This design comes from an exercise in tuning for small area and few clock cycles on the open sky130 flow, not from production work.
At most, simulation tests tie the RTL to the original design; equivalence was not proved.
Power figures rest on the tool's default switching activity, not on a simulated workload.

Setup of run A:
==> flow/design.v <==
`timescale 1ns/1ps
package axi_read_pkg;
    typedef logic [31:0] axi_addr_t;     
    typedef logic [63:0] axi_data_t;     
    typedef logic [7:0]  axi_len_t;      
    typedef enum logic [2:0] {
        SIZE_1B, SIZE_2B, SIZE_4B, SIZE_8B,
        SIZE_16B, SIZE_32B, SIZE_64B, SIZE_128B
    } axi_size_e;
    typedef enum logic [1:0] {FIXED = 2'd0, INCR = 2'd1, WRAP = 2'd2} axi_burst_e;
    typedef enum logic [2:0] {
        IDLE, LINE_ADDR, LINE_BURST, WAIT_ROOM, FRAME_REQ, FRAME_UPDATE, RESYNC
    } fetch_state_e;
endpackage
`timescale 1ns/1ps
package video_stream_pkg;
    typedef logic [7:0] vid_byte_t;
    typedef struct packed {
        logic        sof;    
        logic [63:0] data;
    } tagged_beat_t;
    typedef logic [$clog2(16 + 1) - 1:0] fifo_level_t;
endpackage
`timescale 1ns/1ps
module byte_pick3 (
    input  logic [2:0]  sel_i,
    input  logic [23:0] bytes_i,
    output logic [7:0]  byte_n_o
);
    assign byte_n_o = ~(({8{sel_i[0]}} & bytes_i[7:0]) |
                        ({8{sel_i[1]}} & bytes_i[15:8]) |
                        ({8{sel_i[2]}} & bytes_i[23:16]));
endmodule
module byte_serializer #(
    parameter int N = 32                 
) (
    input  logic [N-1:0]   sel_i,        
    input  logic [N*8-1:0] bytes_i,
    output logic [7:0]     byte_o
);
    localparam int G = (N + 2) / 3;      
    logic [3*G-1:0]   sel;
    logic [3*G*8-1:0] bytes;
    logic [7:0]       group_n [0:G-1];
    assign sel   = (3*G)'(sel_i);
    assign bytes = (3*G*8)'(bytes_i);
    for (genvar g = 0; g < G; g++)
    begin : g_group
        byte_pick3 u_pick3 (
            .sel_i    (sel[3*g +: 3]),
            .bytes_i  (bytes[24*g +: 24]),
            .byte_n_o (group_n[g])
        );
    end
    always_comb
    begin
        byte_o = '0;
        for (int g = 0; g < G; g++)
            byte_o = byte_o | ~group_n[g];
    end
endmodule
`timescale 1ns/1ps
module uvc_frame_reader (
    input  logic                        axi_clk,
    input  logic                        rst_n,
    input  axi_read_pkg::axi_addr_t     frame_buffer_addr_i,
    output logic                        next_frame_buffer_request_o,
    output axi_read_pkg::axi_addr_t     araddr_o,
    output axi_read_pkg::axi_len_t      arlen_o,
    output axi_read_pkg::axi_size_e     arsize_o,
    output axi_read_pkg::axi_burst_e    arburst_o,
    output logic                        arvalid_o,
    input  logic                        arready_i,
    input  axi_read_pkg::axi_data_t     rdata_i,
    input  logic                        rvalid_i,
    output logic                        rready_o,
    input  logic                        vf_sof_i,
    input  logic                        uvc_ready_i,
    output logic                        vf_valid_o,
    output video_stream_pkg::vid_byte_t vf_byte_o
);
    localparam int BEATS = (16 / 4);    
    logic [63:0] slot_q [0:BEATS-1];
    logic [2:0]  wcnt_q;      
    logic [2:0]  rcnt_q;      
    logic [2:0]  idx_q;       
    logic [1:0]  line_q;      
    logic take, last_byte, mismatch, accept, raise_now, bypass, frame_start;
    assign arlen_o   = axi_read_pkg::axi_len_t'(BEATS - 1);
    assign arsize_o  = axi_read_pkg::SIZE_8B;
    assign arburst_o = axi_read_pkg::INCR;
    assign rready_o  = 1'b1;
    assign araddr_o  = {frame_buffer_addr_i[31:11] +
                        (32 - 11)'(line_q),
                        frame_buffer_addr_i[11-1:0]};
    assign arvalid_o = raise_now;
    assign next_frame_buffer_request_o = (line_q == 2'd0) && (wcnt_q == 3'd0);
    assign bypass     = (rcnt_q == wcnt_q);
    assign vf_valid_o = !rcnt_q[2] && (!bypass || rvalid_i);
    logic [32:0] pick_sel;
    always_comb
    begin
        for (int i = 0; i < 32; i++)
            pick_sel[i] = !bypass && ({rcnt_q[1:0], idx_q} == 5'(i));
        pick_sel[32] = bypass;
    end
    byte_serializer #(.N(33)) u_pick (
        .sel_i   (pick_sel),
        .bytes_i ({rdata_i[7:0], slot_q[3], slot_q[2], slot_q[1], slot_q[0]}),
        .byte_o  (vf_byte_o)
    );
    assign frame_start = (line_q == 2'd1) && (rcnt_q[1:0] == 2'd0) && (idx_q == 3'd0);
    assign take      = vf_valid_o && uvc_ready_i;
    assign last_byte = (idx_q == 3'd7);
    assign mismatch  = take && vf_sof_i && !frame_start;
    assign accept    = arvalid_o && arready_i;
    assign raise_now = wcnt_q[2] &&
                       (rcnt_q[2] ||
                        (rcnt_q[1:0] == 2'd3 && last_byte && take && !vf_sof_i));
    always_ff @(posedge axi_clk or negedge rst_n)
    begin
        if (!rst_n)
        begin
            wcnt_q    <= 3'd4;
            rcnt_q    <= 3'd4;
            idx_q     <= '0;
            line_q    <= '0;
        end
        else
        begin
            if (accept)
                wcnt_q <= '0;
            else if (rvalid_i)
                wcnt_q <= wcnt_q + 1'b1;
            if (mismatch)
            begin
                rcnt_q <= 3'd4;
                idx_q  <= '0;
                line_q <= '0;
            end
            else
            begin
                if (accept)
                    rcnt_q <= '0;
                else if (take && last_byte)
                    rcnt_q <= rcnt_q + 1'b1;
                if (take)
                    idx_q <= idx_q + 1'b1;
                if (accept)
                    line_q <= line_q + 1'b1;
            end
        end
    end
    always_ff @(posedge axi_clk)
    begin
        if (rvalid_i)
            slot_q[wcnt_q[1:0]] <= rdata_i;
    end
endmodule
clock: 5.0 ns
lec_check: 0
cap_margin: 20
core_margin: 2
core_utilization: 40
slew_margin: 20
synth_hierarchical: 1
synth_minimum_keep_size: 0
standard.sh (not shown) runs the stock make flow with config.mk's settings and CLKGATE_MAP_FILE= SYNTH_SCRIPT=/design/flow/synth_recipe.tcl, a recipe that flattens the netlist after the stock synthesis.
==> flow/flow/run.sh <==
#!/bin/bash
# layout flow: the standard flow, with the smallest buffer on the ports and a
# clock tree of fewer, smaller buffers without dummy loads
export BUFFER_PORTS_ARGS="-buffer_cell sky130_fd_sc_hd__buf_1"
export CTS_ARGS="-sink_clustering_enable -repair_clock_nets -dont_use_dummy_load -buf_list sky130_fd_sc_hd__clkbuf_8 -sink_clustering_size 20 -sink_clustering_max_diameter 60"
bash standard.sh > standard.log 2>&1
Testbench counts of run A, summed over its fixed seeds: cycles 19,354.
Relative to run A, the following input files were edited for run B:
-- flow/design.v --
<<< run A, line 23
endpackage
`timescale 1ns/1ps
module byte_pick3 (
    input  logic [2:0]  sel_i,
    input  logic [23:0] bytes_i,
    output logic [7:0]  byte_n_o
);
    assign byte_n_o = ~(({8{sel_i[0]}} & bytes_i[7:0]) |
                        ({8{sel_i[1]}} & bytes_i[15:8]) |
                        ({8{sel_i[2]}} & bytes_i[23:16]));
endmodule
module byte_serializer #(
    parameter int N = 32                 
>>> run B, line 23
endpackage
`timescale 1ns/1ps
module byte_serializer #(
    parameter int N = 32                 
<<< run A, line 39
    output logic [7:0]     byte_o
);
    localparam int G = (N + 2) / 3;      
    logic [3*G-1:0]   sel;
    logic [3*G*8-1:0] bytes;
    logic [7:0]       group_n [0:G-1];
    assign sel   = (3*G)'(sel_i);
    assign bytes = (3*G*8)'(bytes_i);
    for (genvar g = 0; g < G; g++)
    begin : g_group
        byte_pick3 u_pick3 (
            .sel_i    (sel[3*g +: 3]),
            .bytes_i  (bytes[24*g +: 24]),
            .byte_n_o (group_n[g])
        );
    end
    always_comb
    begin
        byte_o = '0;
        for (int g = 0; g < G; g++)
            byte_o = byte_o | ~group_n[g];
    end
endmodule
>>> run B, line 30
    output logic [7:0]     byte_o
);
    always_comb
    begin
        byte_o = '0;
        for (int i = 0; i < N; i++)
            byte_o = byte_o | ({8{sel_i[i]}} & bytes_i[i*8 +: 8]);
    end
endmodule
<<< run A, line 98
    assign bypass     = (rcnt_q == wcnt_q);
    assign vf_valid_o = !rcnt_q[2] && (!bypass || rvalid_i);
    logic [32:0] pick_sel;
    always_comb
    begin
        for (int i = 0; i < 32; i++)
            pick_sel[i] = !bypass && ({rcnt_q[1:0], idx_q} == 5'(i));
        pick_sel[32] = bypass;
    end
    byte_serializer #(.N(33)) u_pick (
        .sel_i   (pick_sel),
        .bytes_i ({rdata_i[7:0], slot_q[3], slot_q[2], slot_q[1], slot_q[0]}),
        .byte_o  (vf_byte_o)
    );
    assign frame_start = (line_q == 2'd1) && (rcnt_q[1:0] == 2'd0) && (idx_q == 3'd0);
    assign take      = vf_valid_o && uvc_ready_i;
>>> run B, line 75
    assign bypass     = (rcnt_q == wcnt_q);
    assign vf_valid_o = !rcnt_q[2] && (!bypass || rvalid_i);
    logic [31:0] pick_sel;
    logic [7:0]  held_byte;
    always_comb
        for (int i = 0; i < 32; i++)
            pick_sel[i] = ({rcnt_q[1:0], idx_q} == 5'(i));
    byte_serializer #(.N(32)) u_pick (
        .sel_i   (pick_sel),
        .bytes_i ({slot_q[3], slot_q[2], slot_q[1], slot_q[0]}),
        .byte_o  (held_byte)
    );
    assign vf_byte_o = bypass ? rdata_i[7:0] : held_byte;
    assign frame_start = (line_q == 2'd1) && (rcnt_q[1:0] == 2'd0) && (idx_q == 3'd0);
    assign take      = vf_valid_o && uvc_ready_i;
==> comparison <==
Run A -> run B: worst reg2reg path depth delta 0, exact match. Run A → run B: fraction of final layout cells with drive strength greater than 1 climbed 0.73 points, critical path depth dropped 1, core utilization dropped 0.63 points, worst vdd rail ir drop dropped about 5%. Horizontal die dimension in run B vs run A: up 1.5%. Number of global-route vias before repair: run B and run A compared, higher one is run A.
Testbench counts of run B, summed over its fixed seeds: cycles 19,354.

RTL: the design.v shown in full above, as it stands there.
==> flow/config.mk <==
export PLATFORM = sky130hd
export DESIGN_NAME = uvc_frame_reader
export DESIGN_NICKNAME = uvc_frame_reader
export VERILOG_FILES = /design/flow/design.v
export SDC_FILE = /design/flow/constraint.sdc
export NUM_CORES = 4
export LEC_CHECK = 0
export CAP_MARGIN = 0
export CORE_MARGIN = 2
export CORE_UTILIZATION = 40
export SLEW_MARGIN = 0
export SYNTH_HIERARCHICAL = 1
export SYNTH_MINIMUM_KEEP_SIZE = 0
==> flow/constraint.sdc <==
create_clock -name core_clock -period 5.0 [get_ports {axi_clk}]
set_input_delay 1.0000 -clock core_clock [delete_from_list [all_inputs] [get_ports {axi_clk}]]
set_output_delay 1.0000 -clock core_clock [all_outputs]
set_load 0.01 [all_outputs]
==> flow/flow/run.sh <==
#!/bin/bash
# layout flow: the standard flow, with the smallest buffer on the ports, a
# clock tree of fewer, smaller buffers without dummy loads, placement that
# does not keep its timing-driven buffering, and one tie cell per constant
export BUFFER_PORTS_ARGS="-buffer_cell sky130_fd_sc_hd__buf_1"
export CTS_ARGS="-sink_clustering_enable -repair_clock_nets -dont_use_dummy_load -buf_list sky130_fd_sc_hd__clkbuf_8 -sink_clustering_size 20 -sink_clustering_max_diameter 60"
export GPL_KEEP_OVERFLOW=0
export SKIP_REPAIR_TIE_FANOUT=1
bash standard.sh > standard.log 2>&1
The first run ran to the end with no violations.
Testbench counts at the start, summed over its fixed seeds: cycles 19,354.
Then changed:
--- a/flow/design.v
+++ b/flow/design.v
@@ -100,9 +100,9 @@
     logic [32:0] pick_sel;
     always_comb
     begin
         for (int i = 0; i < 32; i++)
-            pick_sel[i] = !bypass && ({rcnt_q[1:0], idx_q} == 5'(i));
+            pick_sel[i] = !bypass && ({rcnt_q[1:0] - wcnt_q[1:0], idx_q} == 5'(i));
         pick_sel[32] = bypass;
     end
     byte_serializer #(.N(33)) u_pick (
         .sel_i   (pick_sel),
@@ -153,7 +153,11 @@
     end
     always_ff @(posedge axi_clk)
     begin
         if (rvalid_i)
-            slot_q[wcnt_q[1:0]] <= rdata_i;
+        begin
+            for (int k = 0; k < BEATS - 1; k++)
+                slot_q[k] <= slot_q[k + 1];
+            slot_q[BEATS-1] <= rdata_i;
+        end
     end
 endmodule
What happened: Clock power went down by about 7%; synthesized area hardly moves; power is lower by 2.4%; global-route usage came out lower by 2.5 points; via count shrinks by 5.3%; sequential power went down by about 9%; design area is about the same; clock-buffer cell count goes down by 3; worst hold slack is worse by 0.075 ns.
Testbench counts after the change, summed over its fixed seeds: cycles 19,354.

Another version of the RTL of uvc_frame_reader (not shown whole).
==> module uvc_frame_reader, before the edit <==
module uvc_frame_reader (
    input  logic                        axi_clk,
    input  logic                        rst_n,
    input  axi_read_pkg::axi_addr_t     frame_buffer_addr_i,
    output logic                        next_frame_buffer_request_o,
    output axi_read_pkg::axi_addr_t     araddr_o,
    output axi_read_pkg::axi_len_t      arlen_o,
    output axi_read_pkg::axi_size_e     arsize_o,
    output axi_read_pkg::axi_burst_e    arburst_o,
    output logic                        arvalid_o,
    input  logic                        arready_i,
    input  axi_read_pkg::axi_data_t     rdata_i,
    input  logic                        rvalid_i,
    output logic                        rready_o,
    input  logic                        vf_sof_i,
    input  logic                        uvc_ready_i,
    output logic                        vf_valid_o,
    output video_stream_pkg::vid_byte_t vf_byte_o
);
    localparam int S  = 5;           
    localparam int PW = $clog2(S);
    localparam int CW = $clog2(S + 1);
    logic [63:0]   slot_q [0:S-1];
    logic [PW-1:0] wp_q, rp_q;
    logic [CW-1:0] cnt_q, cnt_d;       
    logic [CW-1:0] pend_q, pend_d;     
    logic [3:0]    fbeat_q;            
    logic [2:0]    idx_q;              
    logic [1:0]    line_q;             
    logic          arvalid_q, arvalid_d;
    logic          flush_q, flush_d;   
    logic          req_q;
    logic take, release_slot, mismatch, accept, write;
    assign arlen_o   = axi_read_pkg::axi_len_t'((16 / 4) - 1);
    assign arsize_o  = axi_read_pkg::SIZE_8B;
    assign arburst_o = axi_read_pkg::INCR;
    assign rready_o  = 1'b1;
    assign araddr_o  = {frame_buffer_addr_i[31:11] +
                        (32 - 11)'(line_q),
                        frame_buffer_addr_i[11-1:0]};
    assign arvalid_o = arvalid_q;
    assign next_frame_buffer_request_o = req_q;
    assign vf_valid_o = (cnt_q != '0);
    assign vf_byte_o  = slot_q[rp_q][idx_q*8 +: 8];
    assign take         = vf_valid_o && uvc_ready_i;
    assign release_slot = take && (idx_q == 3'd7);
    assign mismatch     = take && vf_sof_i && ((fbeat_q != '0) || (idx_q != '0));
    assign accept       = arvalid_q && arready_i;
    assign write        = rvalid_i && !flush_q;
    always_comb
    begin
        pend_d = pend_q - CW'(rvalid_i) + (accept ? CW'((16 / 4)) : '0);
        if (mismatch)
        begin
            cnt_d     = '0;
            flush_d   = (pend_d != '0);
            arvalid_d = 1'b0;
        end
        else
        begin
            cnt_d     = cnt_q + CW'(write) - CW'(release_slot);
            flush_d   = flush_q && (pend_d != '0);
            if (arvalid_q)
                arvalid_d = !arready_i;
            else
                arvalid_d = !flush_d &&
                            ((cnt_d + pend_d) <= CW'(S - (16 / 4)));
        end
    end
    always_ff @(posedge axi_clk or negedge rst_n)
    begin
        if (!rst_n)
        begin
            cnt_q     <= '0;
            pend_q    <= '0;
            wp_q      <= '0;
            rp_q      <= '0;
            fbeat_q   <= '0;
            idx_q     <= '0;
            line_q    <= '0;
            arvalid_q <= 1'b1;
            flush_q   <= 1'b0;
            req_q     <= 1'b0;
        end
        else
        begin
            cnt_q     <= cnt_d;
            pend_q    <= pend_d;
            arvalid_q <= arvalid_d;
            flush_q   <= flush_d;
            req_q     <= accept && (line_q == 2'd3);
            if (mismatch)
            begin
                wp_q    <= '0;
                rp_q    <= '0;
                fbeat_q <= '0;
                idx_q   <= '0;
                line_q  <= '0;
            end
            else
            begin
                if (write)
                    wp_q <= (wp_q == PW'(S - 1)) ? '0 : wp_q + 1'b1;
                if (release_slot)
                begin
                    rp_q    <= (rp_q == PW'(S - 1)) ? '0 : rp_q + 1'b1;
                    fbeat_q <= fbeat_q + 1'b1;
                end
                if (take)
                    idx_q <= idx_q + 1'b1;
                if (accept)
                    line_q <= line_q + 1'b1;
            end
        end
    end
    always_ff @(posedge axi_clk)
    begin
        if (write)
            slot_q[wp_q] <= rdata_i;
    end
endmodule
make LEC_CHECK=0 CAP_MARGIN=20 CORE_MARGIN=2 CORE_UTILIZATION=40 SLEW_MARGIN=20 finish   # period 5.0 ns
run.sh (not shown) runs the stock make flow with config.mk's settings and CLKGATE_MAP_FILE= SYNTH_SCRIPT=/design/flow/synth_recipe.tcl, a recipe that flattens the netlist after the stock synthesis.
Stock flow here: none of the scripts above is used.
Testbench counts at the start, summed over its fixed seeds: cycles 17,461.
Next try:
--- a/flow/design.v
+++ b/flow/design.v
@@ -38,41 +38,45 @@
     output logic                        rready_o,
     input  logic                        vf_sof_i,
     input  logic                        uvc_ready_i,
     output logic                        vf_valid_o,
     output video_stream_pkg::vid_byte_t vf_byte_o
 );
-    localparam int S  = 5;           
+    localparam int S  = 4;           
     localparam int PW = $clog2(S);
     localparam int CW = $clog2(S + 1);
     logic [63:0]   slot_q [0:S-1];
     logic [PW-1:0] wp_q, rp_q;
     logic [CW-1:0] cnt_q, cnt_d;       
     logic [CW-1:0] pend_q, pend_d;     
     logic [3:0]    fbeat_q;            
     logic [2:0]    idx_q;              
     logic [1:0]    line_q;             
     logic          arvalid_q, arvalid_d;
     logic          flush_q, flush_d;   
     logic          req_q;
-    logic take, release_slot, mismatch, accept, write;
+    logic take, release_slot, mismatch, accept, write, raise_now, bypass;
     assign arlen_o   = axi_read_pkg::axi_len_t'((16 / 4) - 1);
     assign arsize_o  = axi_read_pkg::SIZE_8B;
     assign arburst_o = axi_read_pkg::INCR;
     assign rready_o  = 1'b1;
     assign araddr_o  = {frame_buffer_addr_i[31:11] +
                         (32 - 11)'(line_q),
                         frame_buffer_addr_i[11-1:0]};
-    assign arvalid_o = arvalid_q;
+    assign arvalid_o = arvalid_q || raise_now;
     assign next_frame_buffer_request_o = req_q;
-    assign vf_valid_o = (cnt_q != '0);
-    assign vf_byte_o  = slot_q[rp_q][idx_q*8 +: 8];
+    assign bypass     = (cnt_q == '0);
+    assign vf_valid_o = !bypass || write;
+    assign vf_byte_o  = bypass ? rdata_i[7:0] : slot_q[rp_q][idx_q*8 +: 8];
     assign take         = vf_valid_o && uvc_ready_i;
     assign release_slot = take && (idx_q == 3'd7);
     assign mismatch     = take && vf_sof_i && ((fbeat_q != '0) || (idx_q != '0));
-    assign accept       = arvalid_q && arready_i;
+    assign accept       = arvalid_o && arready_i;
+    assign raise_now    = !arvalid_q && !flush_q && !req_q &&
+                          ((cnt_q + pend_q - CW'(release_slot)) <=
+                           CW'(S - (16 / 4)));
     assign write        = rvalid_i && !flush_q;
     always_comb
     begin
         pend_d = pend_q - CW'(rvalid_i) + (accept ? CW'((16 / 4)) : '0);
         if (mismatch)
         begin
@@ -81,17 +85,13 @@
             arvalid_d = 1'b0;
         end
         else
         begin
             cnt_d     = cnt_q + CW'(write) - CW'(release_slot);
             flush_d   = flush_q && (pend_d != '0);
-            if (arvalid_q)
-                arvalid_d = !arready_i;
-            else
-                arvalid_d = !flush_d &&
-                            ((cnt_d + pend_d) <= CW'(S - (16 / 4)));
+            arvalid_d = arvalid_o && !arready_i;
         end
     end
     always_ff @(posedge axi_clk or negedge rst_n)
     begin
         if (!rst_n)
         begin
@@ -99,13 +99,13 @@
             pend_q    <= '0;
             wp_q      <= '0;
             rp_q      <= '0;
             fbeat_q   <= '0;
             idx_q     <= '0;
             line_q    <= '0;
-            arvalid_q <= 1'b1;
+            arvalid_q <= 1'b0;
             flush_q   <= 1'b0;
             req_q     <= 1'b0;
         end
         else
         begin
             cnt_q     <= cnt_d;
The changed run completed without violations. Power goes down by about a fifth. Cell area goes down by about a fifth. Routed wire length goes down by about a fifth. Setup slack loses 290 ps. Register-to-register slack gains 830 ps. Cell count goes down by roughly a tenth. Die area goes down by about a fifth. Global-route usage goes down by 0.98 points. Hold slack gains 23 ps. Maximum frequency goes down by a few percent. Sequential power goes down by about a fifth. Via count goes down by about a fifth.
No functional check of the RTL was part of the second run of this note.

-- port drivers added, routing unchanged --
No port has a modelled driver above. Below, the same layouts with a new extraction and two added sets of constraints.
Step 1 assumes that a clkbuf_16 drives the clock port and a buf_2 every other input.
Step 2, shift: input delay + t, output delay - t, t = (earliest + latest rising clock arrival at the registers) / 2. This alone moves slack from input paths to output paths.
a / b / c = ideal ports / drivers / drivers and shift; a / b = the first two.
run	t (ns)	setup WS [ns]	slew at the worst register clock pin (ns)
run A	0.554	0.585 / 0.544 / 1.098	0.12 / 0.12
run B	0.566	0.855 / 0.815 / 1.374	0.12 / 0.12
the first run of note 2	0.575	0.266 / 0.226 / 0.801	0.12 / 0.12
the second run of note 2	0.553	0.289 / 0.247 / 0.800	0.12 / 0.12
the first run of note 3	0.572	0.473 / 0.441 / 0.441	0.06 / 0.06
the second run of note 3	0.587	0.178 / 0.134 / 0.187	0.07 / 0.07
After both steps every run listed still meets setup and hold. The setup slack of the first run of note 3, which loses most, moves by -0.032 ns with the drivers and by -0.032 ns with both steps.
